Context: an optimization exercise on an open-source flow, tuned for small area, a short achievable clock period and few clock cycles per item. The choices shown serve that exercise and are no tape-out recipe. In this exercise RTL edits were held to simulation tests only and were not proved equivalent to the original.

==> inputs of raven <==
Design ladder_lowpass_filter_core, start of the top module:
module ladder_lowpass_filter_core #(
  parameter int SAMPLE_BITS    = llf_pkg::SAMPLE_BITS_DEF,
  parameter int COEF_FRAC_BITS = llf_pkg::COEF_FRAC_BITS_DEF
) (
  input  logic                              clk_i,
  input  logic                              rst_ni,
  input  logic                              cfg_we_i,
  input  logic [llf_pkg::CFG_ADDR_W-1:0]    cfg_addr_i,
  input  logic [llf_pkg::CFG_DATA_W-1:0]    cfg_wdata_i,
  input  logic                              s_axis_tvalid,
  output logic                              s_axis_tready,
  input  logic [((SAMPLE_BITS+7)/8)*8-1:0]  s_axis_tdata,   
  output logic                              m_axis_tvalid,
  input  logic                              m_axis_tready,
  output logic [((SAMPLE_BITS+7)/8)*8-1:0]  m_axis_tdata    
);
make LEC_CHECK=0 CAP_MARGIN=60 CORE_MARGIN=2 CORE_UTILIZATION=40 SLEW_MARGIN=60 finish   # period 16.0 ns
run.sh (not shown) runs the stock make flow with config.mk's settings and CLKGATE_MAP_FILE= SYNTH_SCRIPT=/design/flow/synth_recipe.tcl, a recipe that flattens the netlist after the stock synthesis.
==> delta (differences from raven) <==
--- a/flow/design.v
+++ b/flow/design.v
@@ -32,27 +32,29 @@
   localparam logic [SLOT_W-1:0] SL_B4 = 5'd13;
   localparam logic [SLOT_W-1:0] SL_T  = 5'd14;
   localparam logic [SLOT_W-1:0] SL_P3 = 5'd15;
   localparam logic [SLOT_W-1:0] SL_LAST = 5'd16;
   localparam logic [2:0] V_FL = 3'd1, V_FT = 3'd2, V_Y = 3'd3,
                          V_N  = 3'd4, V_S1 = 3'd5, V_X  = 3'd6, V_P = 3'd7;
   localparam logic [2:0] C_B = 3'd0, C_A = 3'd1, C_G4 = 3'd2, C_K = 3'd3, C_NORM = 3'd4;
-  localparam logic [2:0] TA_0 = 3'd0, TA_X = 3'd1, TA_FP = 3'd3, TA_FL = 3'd4, TA_S4 = 3'd5;
-  localparam logic [2:0] LA_0 = 3'd0, LA_S1 = 3'd1, LA_S2 = 3'd2, LA_S3 = 3'd3, LA_Q = 3'd4,
-                         LA_F = 3'd5;
+  localparam logic [2:0] TA_0 = 3'd0, TA_X = 3'd1, TA_BU = 3'd2, TA_FP = 3'd3, TA_FL = 3'd4,
+                         TA_S4 = 3'd5;
+  localparam logic [1:0] LA_S1 = 2'd0, LA_S2 = 2'd1, LA_S3 = 2'd2, LA_Q = 2'd3;
   typedef struct packed {
     logic [2:0] vsel;
     logic [2:0] csel;
     logic       sub;
     logic [2:0] tsel;
-    logic       ten;    
   } llf_ctl1_t;
   typedef struct packed {
+    logic [1:0] lsel;
+    logic       lz;     
     logic       wy;     
     logic       wn;     
+    logic       wbu;    
     logic       wq;     
     logic       wp;     
     logic       wpt;    
     logic       ws1;
     logic       ws2;
     logic       ws3;
     logic       ws4;
@@ -1025,16 +1027,15 @@
   input  logic                      rst_ni,
   input  logic                      in_valid_i,   
   input  logic                      cfg_we_i,     
   input  logic                      out_full_i,   
   output logic                      in_ready_o,   
   output logic                      out_load_o,   
   output llf_pkg::llf_ctl1_t        ctl1_o,       
-  output llf_pkg::llf_ctl2_t        ctl2_o,       
-  output logic [2:0]                lsel_o        
+  output llf_pkg::llf_ctl2_t        ctl2_o        
 );
   logic [SLOT_W-1:0] slot_q, slot_d, nom_d;
   logic              tail_q, tail_d;    
   logic              head_q, head_d;    
   logic              rdy_q;
   logic              b4_q;
   logic              stall;
@@ -1064,63 +1065,50 @@
   always_comb begin
     nom_d = slot_q + SLOT_W'(1);
     if (slot_q == SL_P1 && !tail_q) nom_d = SL_P1;
     else if (slot_q == SL_LAST) nom_d = head_q ? SL_Y : SL_P1;
     else if (stall) nom_d = slot_q;
   end
   always_comb begin
-    begin ctl1_d.vsel = V_N; ctl1_d.csel = C_B; ctl1_d.sub = 1'b0; ctl1_d.tsel = TA_0; ctl1_d.ten = 1'b0; end
+    begin ctl1_d.vsel = V_N; ctl1_d.csel = C_B; ctl1_d.sub = 1'b0; ctl1_d.tsel = TA_0; end
     case (nom_d)
       SL_Y:  begin ctl1_d.vsel = V_FT; ctl1_d.csel = C_NORM; ctl1_d.sub = 1'b0; ctl1_d.tsel = TA_0; end
-      SL_K:  begin ctl1_d.vsel = V_FL; ctl1_d.csel = C_K; ctl1_d.sub = 1'b1; ctl1_d.tsel = TA_X; ctl1_d.ten = 1'b1; end
+      SL_K:  begin ctl1_d.vsel = V_FL; ctl1_d.csel = C_K; ctl1_d.sub = 1'b1; ctl1_d.tsel = TA_X; end
       SL_A4: begin ctl1_d.vsel = V_Y; ctl1_d.csel = C_A; ctl1_d.sub = 1'b1; ctl1_d.tsel = TA_0; end
       SL_B1: begin ctl1_d.vsel = V_FL; ctl1_d.csel = C_B; ctl1_d.sub = 1'b0; ctl1_d.tsel = TA_0; end
-      SL_B2: begin ctl1_d.vsel = V_FL; ctl1_d.csel = C_B; ctl1_d.sub = 1'b0; ctl1_d.tsel = TA_FP; end
-      SL_A1: begin ctl1_d.vsel = V_N; ctl1_d.csel = C_A; ctl1_d.sub = 1'b1; ctl1_d.tsel = TA_0; ctl1_d.ten = 1'b1; end
-      SL_A2: begin ctl1_d.vsel = V_FL; ctl1_d.csel = C_A; ctl1_d.sub = 1'b1; ctl1_d.tsel = TA_FP; ctl1_d.ten = 1'b1; end
+      SL_B2: begin ctl1_d.vsel = V_FL; ctl1_d.csel = C_B; ctl1_d.sub = 1'b0; ctl1_d.tsel = TA_0; end
+      SL_A1: begin ctl1_d.vsel = V_N; ctl1_d.csel = C_A; ctl1_d.sub = 1'b1; ctl1_d.tsel = TA_BU; end
+      SL_A2: begin ctl1_d.vsel = V_FL; ctl1_d.csel = C_A; ctl1_d.sub = 1'b1; ctl1_d.tsel = TA_FP; end
       SL_B3: begin ctl1_d.vsel = V_N; ctl1_d.csel = C_B; ctl1_d.sub = 1'b0; ctl1_d.tsel = TA_0; end
       SL_P1: begin ctl1_d.vsel = V_S1; ctl1_d.csel = C_B; ctl1_d.sub = 1'b0; ctl1_d.tsel = TA_0; end
-      SL_A3: begin ctl1_d.vsel = V_FL; ctl1_d.csel = C_A; ctl1_d.sub = 1'b1; ctl1_d.tsel = TA_FP; ctl1_d.ten = 1'b1; end
+      SL_A3: begin ctl1_d.vsel = V_FL; ctl1_d.csel = C_A; ctl1_d.sub = 1'b1; ctl1_d.tsel = TA_FP; end
       SL_P2: begin ctl1_d.vsel = V_FL; ctl1_d.csel = C_B; ctl1_d.sub = 1'b0; ctl1_d.tsel = TA_0; end
       SL_B4: begin ctl1_d.vsel = V_N; ctl1_d.csel = C_B; ctl1_d.sub = 1'b0; ctl1_d.tsel = TA_0; end
       SL_T:  begin ctl1_d.vsel = V_X; ctl1_d.csel = C_G4; ctl1_d.sub = 1'b0; ctl1_d.tsel = TA_0; end
-      SL_P3: begin ctl1_d.vsel = V_P; ctl1_d.csel = C_B; ctl1_d.sub = 1'b0; ctl1_d.tsel = tail_q ? TA_FL : TA_S4; ctl1_d.ten = 1'b1; end
+      SL_P3: begin ctl1_d.vsel = V_P; ctl1_d.csel = C_B; ctl1_d.sub = 1'b0; ctl1_d.tsel = tail_q ? TA_FL : TA_S4; end
       default: ;
     endcase
   end
   always_comb begin
     ctl2_d = '0;
     case (slot_q)
-      SL_Y:  begin ctl2_d.wy = 1'b1; end
-      SL_K:  begin ctl2_d.wn = 1'b1; end
+      SL_Y:  begin ctl2_d.wy = 1'b1; ctl2_d.lz = 1'b1; end
+      SL_K:  begin ctl2_d.wn = 1'b1; ctl2_d.lz = 1'b1; end
       SL_A4: ctl2_d.wq = 1'b1;
-      SL_B1: begin ctl2_d.wn = 1'b1; end
-      SL_B2: begin ctl2_d.wn = 1'b1; end
-      SL_A1: begin ctl2_d.ws1 = tail_q; end
-      SL_A2: begin ctl2_d.ws2 = tail_q; end
-      SL_B3: begin ctl2_d.wn = 1'b1; end
-      SL_P1: begin ctl2_d.wp = 1'b1; end
-      SL_A3: begin ctl2_d.ws3 = tail_q; end
-      SL_P2: begin ctl2_d.wp = 1'b1; end
-      SL_B4: begin ctl2_d.ws4 = tail_q; end
+      SL_B1: begin ctl2_d.wbu = 1'b1; ctl2_d.wn = 1'b1; ctl2_d.lsel = LA_S1; end
+      SL_B2: begin ctl2_d.wbu = 1'b1; ctl2_d.wn = 1'b1; ctl2_d.lsel = LA_S2; end
+      SL_A1: begin ctl2_d.ws1 = tail_q; ctl2_d.lz = 1'b1; end
+      SL_A2: begin ctl2_d.ws2 = tail_q; ctl2_d.lz = 1'b1; end
+      SL_B3: begin ctl2_d.wbu = 1'b1; ctl2_d.wn = 1'b1; ctl2_d.lsel = LA_S3; end
+      SL_P1: begin ctl2_d.wp = 1'b1; ctl2_d.lsel = LA_S2; end
+      SL_A3: begin ctl2_d.ws3 = tail_q; ctl2_d.lz = 1'b1; end
+      SL_P2: begin ctl2_d.wp = 1'b1; ctl2_d.lsel = LA_S3; end
+      SL_B4: begin ctl2_d.ws4 = tail_q; ctl2_d.lsel = LA_Q; end
       SL_T:  ctl2_d.wq = 1'b1;
-      SL_P3: begin ctl2_d.wpt = 1'b1; end
-      default: ;
-    endcase
-  end
-  always_comb begin
-    lsel_o = LA_0;
-    case (slot_q)
-      SL_B1: lsel_o = LA_S1;
-      SL_B2: lsel_o = LA_S2;
-      SL_B3: lsel_o = LA_S3;
-      SL_P1: lsel_o = LA_S2;
-      SL_P2: lsel_o = tail_q ? LA_F : LA_S3;
-      SL_B4: lsel_o = LA_Q;
-      SL_P3: lsel_o = LA_F;
+      SL_P3: begin ctl2_d.wpt = 1'b1; ctl2_d.lsel = LA_Q; end
       default: ;
     endcase
   end
   always_ff @(posedge clk_i or negedge rst_ni) begin
     if (!rst_ni) begin
       slot_q <= SL_P1;
       tail_q <= 1'b0;
@@ -1163,37 +1151,35 @@
   logic [STAGE_GAIN_W-1:0]  stage_gain_q;
   logic [POLE_COEF_W-1:0]   pole_coef_q;
   logic [GAIN_FOURTH_W-1:0] gain_fourth_q;
   logic [RESONANCE_W-1:0]   resonance_q;
   logic [OUTPUT_NORM_W-1:0] output_norm_q;
   logic signed [31:0]            s1_q, s2_q, s3_q, s4_q;
   logic signed [31:0]            p_q, y_q, n_q;
-  logic signed [33:0]            q_q;
+  logic signed [33:0]            bu_q, q_q;
   logic signed [SAMPLE_BITS-1:0] x_q;
   logic [57:0]                   ps_q, pc_q;
   logic [57:0]                   ps_d, pc_d;
   logic                          out_valid_q;
   logic [SAMPLE_BITS-1:0]        out_data_q;
   logic signed [31:0]            y_clamp;
   llf_pkg::llf_ctl1_t            ctl1;
   llf_pkg::llf_ctl2_t            ctl2;
   logic                          in_ready;
   logic                          in_acc;
   logic                          out_load;
   logic signed [31:0]            val;
   logic signed [25:0]            coef;
   logic signed [33:0]            tadd;
-  logic signed [33:0]            ladd, ladd_q;
-  logic [2:0]                    lsel;
+  logic signed [33:0]            ladd;
   logic signed [31:0]            val_q;
   logic [12:0]                   one_q, two_q, ng_q;
   logic [12:0]                   one_d, two_d, ng_d;
   logic                          sub_q;
   logic signed [33:0]            tadd_q;
-  logic                          ten_q;
   assign in_acc = s_axis_tvalid && in_ready;
   always_ff @(posedge clk_i or negedge rst_ni) begin
     if (!rst_ni) begin
       stage_gain_q  <= '0;
       pole_coef_q   <= POLE_COEF_RST;
       gain_fourth_q <= '0;
       resonance_q   <= '0;
@@ -1214,36 +1200,44 @@
     .rst_ni     (rst_ni),
     .in_valid_i (s_axis_tvalid),
     .cfg_we_i   (cfg_we_i),
     .out_full_i (out_valid_q),
     .in_ready_o (in_ready),
     .out_load_o (out_load),
     .ctl1_o     (ctl1),
-    .ctl2_o     (ctl2),
-    .lsel_o     (lsel)
+    .ctl2_o     (ctl2)
   );
   llf_mac u_mac (
     .val_i  (val_q),
     .one_i  (one_q),
     .two_i  (two_q),
     .ng_i   (ng_q),
     .sub_i  (sub_q),
-    .add_i  (tadd_q & {34{ten_q}}),
+    .add_i  (tadd_q),
     .s_o    (ps_d),
     .c_o    (pc_d)
   );
   always_ff @(posedge clk_i) begin
     ps_q <= ps_d;
     pc_q <= pc_d;
   end
   logic [57:0]        la58, cs_s, cs_c, plain_x, late_x;
   logic signed [35:0] plain, late;
   logic signed [31:0] late_sat, t_val;
   logic signed [33:0] q_m1;
-  assign la58 = {36'(ladd_q), 22'd0};
+  always_comb begin
+    case (ctl2.lsel)
+      LA_S1:   ladd = 34'(s1_q);
+      LA_S2:   ladd = 34'(s2_q);
+      LA_S3:   ladd = 34'(s3_q);
+      default: ladd = q_q;
+    endcase
+    if (ctl2.lz) ladd = '0;
+  end
+  assign la58 = {36'(ladd), 22'd0};
   assign cs_s = {ps_q[57:22] ^ pc_q[57:22] ^ la58[57:22], ps_q[21:0]};
   assign cs_c = {(ps_q[56:22] & pc_q[56:22]) | (ps_q[56:22] & la58[56:22]) | (pc_q[56:22] & la58[56:22]),
                  1'b0, pc_q[21:0]};
   assign plain_x = ps_q + pc_q;
   assign late_x  = cs_s + cs_c;
   assign plain   = plain_x[57:22];
   assign late    = late_x[57:22];
@@ -1276,28 +1270,21 @@
     case (ctl1.csel)
       C_A:     coef = 26'(signed'(pole_coef_q));
       C_G4:    coef = 26'(signed'({1'b0, gain_fourth_q}));
       C_K:     coef = 26'(signed'({1'b0, resonance_q}));
       C_NORM:  coef = 26'(signed'({1'b0, output_norm_q}));
       default: coef = 26'(signed'({1'b0, stage_gain_q}));
     endcase
-    case (lsel)
-      LA_S1:   ladd = 34'(s1_q);
-      LA_S2:   ladd = 34'(s2_q);
-      LA_S3:   ladd = 34'(s3_q);
-      LA_Q:    ladd = q_q;
-      LA_F:    ladd = 34'(late_sat);
-      default: ladd = '0;
-    endcase
     case (ctl1.tsel)
       TA_X:    tadd = 34'(x_q);
+      TA_BU:   tadd = bu_q;
       TA_FP:   tadd = plain[33:0];
       TA_FL:   tadd = 34'(late_sat);
       TA_S4:   tadd = 34'(s4_q);
-      default: tadd = tadd_q;
+      default: tadd = '0;
     endcase
   end
   llf_booth u_booth (
     .coef_i (coef),
     .sub_i  (ctl1.sub),
     .one_o  (one_d),
     .two_o  (two_d),
@@ -1306,21 +1293,20 @@
   always_ff @(posedge clk_i) begin
     val_q  <= val;
     one_q  <= one_d;
     two_q  <= two_d;
     ng_q   <= ng_d;
     sub_q  <= ctl1.sub;
     tadd_q <= tadd;
-    ten_q  <= ctl1.ten;
-    ladd_q <= ladd;
   end
   always_ff @(posedge clk_i) begin
     if (in_acc) x_q <= s_axis_tdata[SAMPLE_BITS-1:0];
     if (ctl2.wy) y_q <= late_sat;
     if (ctl2.wn) n_q <= late_sat;
+    if (ctl2.wbu) bu_q <= plain[33:0];
     if (ctl2.wq) q_q <= plain[33:0];
     if (ctl2.wp) p_q <= late_sat;
     else if (ctl2.wpt) p_q <= t_val;
   end
   always_ff @(posedge clk_i or negedge rst_ni) begin
     if (!rst_ni) begin
       s1_q <= '0;
==> flow/config.mk (replaced) <==
export PLATFORM = sky130hd
export DESIGN_NAME = ladder_lowpass_filter_core
export DESIGN_NICKNAME = ladder_lowpass_filter_core
export VERILOG_FILES = /design/flow/design.v
export SDC_FILE = /design/flow/constraint.sdc
export NUM_CORES = 4
export LEC_CHECK = 0
export ABC_AREA = 1
export CAP_MARGIN = 20
export CORE_MARGIN = 2
export CORE_UTILIZATION = 40
export SLEW_MARGIN = 20
==> yarrow (differences from raven) <==
--- a/flow/design.v
+++ b/flow/design.v
@@ -15,14 +15,15 @@
   localparam logic [CFG_ADDR_W-1:0] REG_GAIN_FOURTH = 3'd2;
   localparam logic [CFG_ADDR_W-1:0] REG_RESONANCE   = 3'd3;
   localparam logic [CFG_ADDR_W-1:0] REG_OUTPUT_NORM = 3'd4;
   localparam logic [POLE_COEF_W-1:0]   POLE_COEF_RST   = 24'hC00000;
   localparam logic [OUTPUT_NORM_W-1:0] OUTPUT_NORM_RST = 23'h400000;
   localparam int SLOT_W = 5;
   localparam logic [SLOT_W-1:0] SL_Y  = 5'd0;
+  localparam logic [SLOT_W-1:0] SL_ACC = 5'd1;   
   localparam logic [SLOT_W-1:0] SL_K  = 5'd2;
   localparam logic [SLOT_W-1:0] SL_A4 = 5'd3;
   localparam logic [SLOT_W-1:0] SL_B1 = 5'd4;
   localparam logic [SLOT_W-1:0] SL_B2 = 5'd6;
   localparam logic [SLOT_W-1:0] SL_A1 = 5'd7;
   localparam logic [SLOT_W-1:0] SL_A2 = 5'd8;
   localparam logic [SLOT_W-1:0] SL_B3 = 5'd9;
@@ -1031,25 +1032,26 @@
   output llf_pkg::llf_ctl1_t        ctl1_o,       
   output llf_pkg::llf_ctl2_t        ctl2_o,       
   output logic [2:0]                lsel_o        
 );
   logic [SLOT_W-1:0] slot_q, slot_d, nom_d;
   logic              tail_q, tail_d;    
   logic              head_q, head_d;    
-  logic              rdy_q;
+  logic              go_q;              
+  logic              rdy_q;             
   logic              b4_q;
   logic              stall;
   logic              take;
   llf_pkg::llf_ctl1_t ctl1_d;
   llf_pkg::llf_ctl2_t ctl2_q;
   llf_pkg::llf_ctl2_t ctl2_d;
   assign stall      = b4_q && tail_q && out_full_i;
   assign out_load_o = b4_q && tail_q && !out_full_i;
   assign in_ready_o = rdy_q;
-  assign take       = rdy_q && in_valid_i;
+  assign take       = go_q && in_valid_i;
   always_comb begin
     slot_d = slot_q;
     tail_d = tail_q;
     head_d = head_q;
     if (slot_q == SL_P1) begin
       head_d = take;
       if (take || tail_q) slot_d = slot_q + SLOT_W'(1);
@@ -1121,22 +1123,24 @@
     endcase
   end
   always_ff @(posedge clk_i or negedge rst_ni) begin
     if (!rst_ni) begin
       slot_q <= SL_P1;
       tail_q <= 1'b0;
       head_q <= 1'b0;
+      go_q   <= 1'b0;
       rdy_q  <= 1'b0;
       b4_q   <= 1'b0;
       ctl2_q <= '0;
     end else begin
       slot_q <= slot_d;
       tail_q <= tail_d;
       head_q <= head_d;
-      rdy_q  <= (slot_d == SL_P1) && !cfg_we_i;
+      go_q   <= (slot_d == SL_P1) && !cfg_we_i;
+      rdy_q  <= (slot_d == SL_ACC);
       b4_q   <= (slot_d == SL_B4);
       ctl2_q <= ctl2_d;
     end
   end
   assign ctl1_o = ctl1_d;
   assign ctl2_o = ctl2_q;
 endmodule
@@ -1164,37 +1168,36 @@
   logic [POLE_COEF_W-1:0]   pole_coef_q;
   logic [GAIN_FOURTH_W-1:0] gain_fourth_q;
   logic [RESONANCE_W-1:0]   resonance_q;
   logic [OUTPUT_NORM_W-1:0] output_norm_q;
   logic signed [31:0]            s1_q, s2_q, s3_q, s4_q;
   logic signed [31:0]            p_q, y_q, n_q;
   logic signed [33:0]            q_q;
-  logic signed [SAMPLE_BITS-1:0] x_q;
+  logic signed [SAMPLE_BITS-1:0] x_in;
   logic [57:0]                   ps_q, pc_q;
   logic [57:0]                   ps_d, pc_d;
   logic                          out_valid_q;
   logic [SAMPLE_BITS-1:0]        out_data_q;
   logic signed [31:0]            y_clamp;
   llf_pkg::llf_ctl1_t            ctl1;
   llf_pkg::llf_ctl2_t            ctl2;
   logic                          in_ready;
-  logic                          in_acc;
   logic                          out_load;
   logic signed [31:0]            val;
   logic signed [25:0]            coef;
   logic signed [33:0]            tadd;
   logic signed [33:0]            ladd, ladd_q;
   logic [2:0]                    lsel;
   logic signed [31:0]            val_q;
   logic [12:0]                   one_q, two_q, ng_q;
   logic [12:0]                   one_d, two_d, ng_d;
   logic                          sub_q;
   logic signed [33:0]            tadd_q;
   logic                          ten_q;
-  assign in_acc = s_axis_tvalid && in_ready;
+  assign x_in = s_axis_tdata[SAMPLE_BITS-1:0];
   always_ff @(posedge clk_i or negedge rst_ni) begin
     if (!rst_ni) begin
       stage_gain_q  <= '0;
       pole_coef_q   <= POLE_COEF_RST;
       gain_fourth_q <= '0;
       resonance_q   <= '0;
       output_norm_q <= OUTPUT_NORM_RST;
@@ -1265,15 +1268,15 @@
   end
   always_comb begin
     case (ctl1.vsel)
       V_FL:    val = late_sat;
       V_FT:    val = t_val;
       V_Y:     val = y_q;
       V_S1:    val = s1_q;
-      V_X:     val = 32'(x_q);
+      V_X:     val = 32'(x_in);
       V_P:     val = p_q;
       default: val = n_q;
     endcase
     case (ctl1.csel)
       C_A:     coef = 26'(signed'(pole_coef_q));
       C_G4:    coef = 26'(signed'({1'b0, gain_fourth_q}));
       C_K:     coef = 26'(signed'({1'b0, resonance_q}));
@@ -1285,15 +1288,15 @@
       LA_S2:   ladd = 34'(s2_q);
       LA_S3:   ladd = 34'(s3_q);
       LA_Q:    ladd = q_q;
       LA_F:    ladd = 34'(late_sat);
       default: ladd = '0;
     endcase
     case (ctl1.tsel)
-      TA_X:    tadd = 34'(x_q);
+      TA_X:    tadd = 34'(x_in);
       TA_FP:   tadd = plain[33:0];
       TA_FL:   tadd = 34'(late_sat);
       TA_S4:   tadd = 34'(s4_q);
       default: tadd = tadd_q;
     endcase
   end
   llf_booth u_booth (
@@ -1310,15 +1313,14 @@
     ng_q   <= ng_d;
     sub_q  <= ctl1.sub;
     tadd_q <= tadd;
     ten_q  <= ctl1.ten;
     ladd_q <= ladd;
   end
   always_ff @(posedge clk_i) begin
-    if (in_acc) x_q <= s_axis_tdata[SAMPLE_BITS-1:0];
     if (ctl2.wy) y_q <= late_sat;
     if (ctl2.wn) n_q <= late_sat;
     if (ctl2.wq) q_q <= plain[33:0];
     if (ctl2.wp) p_q <= late_sat;
     else if (ctl2.wpt) p_q <= t_val;
   end
   always_ff @(posedge clk_i or negedge rst_ni) begin
==> flow/config.mk (replaced) <==
export PLATFORM = sky130hd
export DESIGN_NAME = ladder_lowpass_filter_core
export DESIGN_NICKNAME = ladder_lowpass_filter_core
export VERILOG_FILES = /design/flow/design.v
export SDC_FILE = /design/flow/constraint.sdc
export NUM_CORES = 4
export LEC_CHECK = 0
export CAP_MARGIN = 80
export CORE_MARGIN = 2
export CORE_UTILIZATION = 40
export SLEW_MARGIN = 80
==> notes.md <==
Adder-cell share of the synthesized area: yarrow 19.99%; raven 19.70%; delta 19.00%
Number of optimization iterations in the first detailed-route pass: yarrow 8; raven 7; delta 10
DR WL met3: yarrow 17.87 mm; raven 16.58 mm; delta 26.06 mm
Largest clock skew in the final design: yarrow 0.05780 ns; raven 0.04871 ns; delta 0.03906 ns
Post-synthesis cell area: yarrow 50620 um^2; raven 51390 um^2; delta 53270 um^2
Minimum setup slack among reg-to-reg paths: yarrow 10.72 ns; raven 10.33 ns; delta 8.71 ns
Count of mapped cells out of synthesis: yarrow 5098; raven 5012; delta 6444
Via/cell ratio: yarrow 6.085; raven 6.133; delta 5.742
Uppermost metal layer occupied by signal nets: yarrow met4; raven met4; delta met5
Layout cell share with drive strength beyond 1: yarrow 20.38%; raven 13.47%; delta 5.452%
Worst EP required: yarrow 16.45 ns; raven 16.46 ns; delta 16.44 ns
Register fraction of the total cell area: yarrow 27.12%; raven 30.62%; delta 29.87%
Outcome: yarrow timing/DRC/antenna clean; raven timing/DRC/antenna clean; delta timing/DRC/antenna clean
Post-synthesis share of cell area spent on and, or, nand and nor gates: yarrow 8.144%; raven 6.513%; delta 16.22%
Syn nets: yarrow 5715; raven 5629; delta 7061
Total buffers and inverters traversed by the critical path: yarrow 9; raven 3; delta 7
Critical-path top delay cell: yarrow fa_1; raven fa_1; delta buf_4
Worst Hold Slack: yarrow 0.4683 ns; raven 0.4753 ns; delta 0.4648 ns
Testbench counts of raven, summed over its fixed seeds: cycles 26,304, items 1,536.
Testbench counts of delta, summed over its fixed seeds: cycles 26,304, items 1,536.
Testbench counts of yarrow, summed over its fixed seeds: cycles 26,304, items 1,536.

[afterwards: timing with drivers on the ports]
The results above use ideal ports. As a check the final layouts listed here were re-extracted and re-timed, cells and wires unchanged.
Step 1 assumes that a clkbuf_16 drives the clock port and a buf_2 every other input.
Step 2 adds t to the input delays and takes it off the output delays; t is the mean of the earliest and latest rising clock arrival at the registers after step 1. Input paths then give back, and output paths get back, about the clock's delay inside the block.
a / b / c = ideal / step 1 / step 2; a / b = the first two.
| run | t, ns | setup slack, ns | slew at the worst register clock pin (ns) | pins driven straight from the clock port |
|---|---|---|---|---|
| raven | 0.774 | 10.332 / 10.332 / 10.332 | 0.07 / 0.07 | 1 |
| delta | 0.754 | 8.713 / 8.713 / 8.713 | 0.07 / 0.07 | 1 |
| yarrow | 0.755 | 10.720 / 10.720 / 10.720 | 0.07 / 0.07 | 1 |
After both steps every run listed still meets setup and hold.
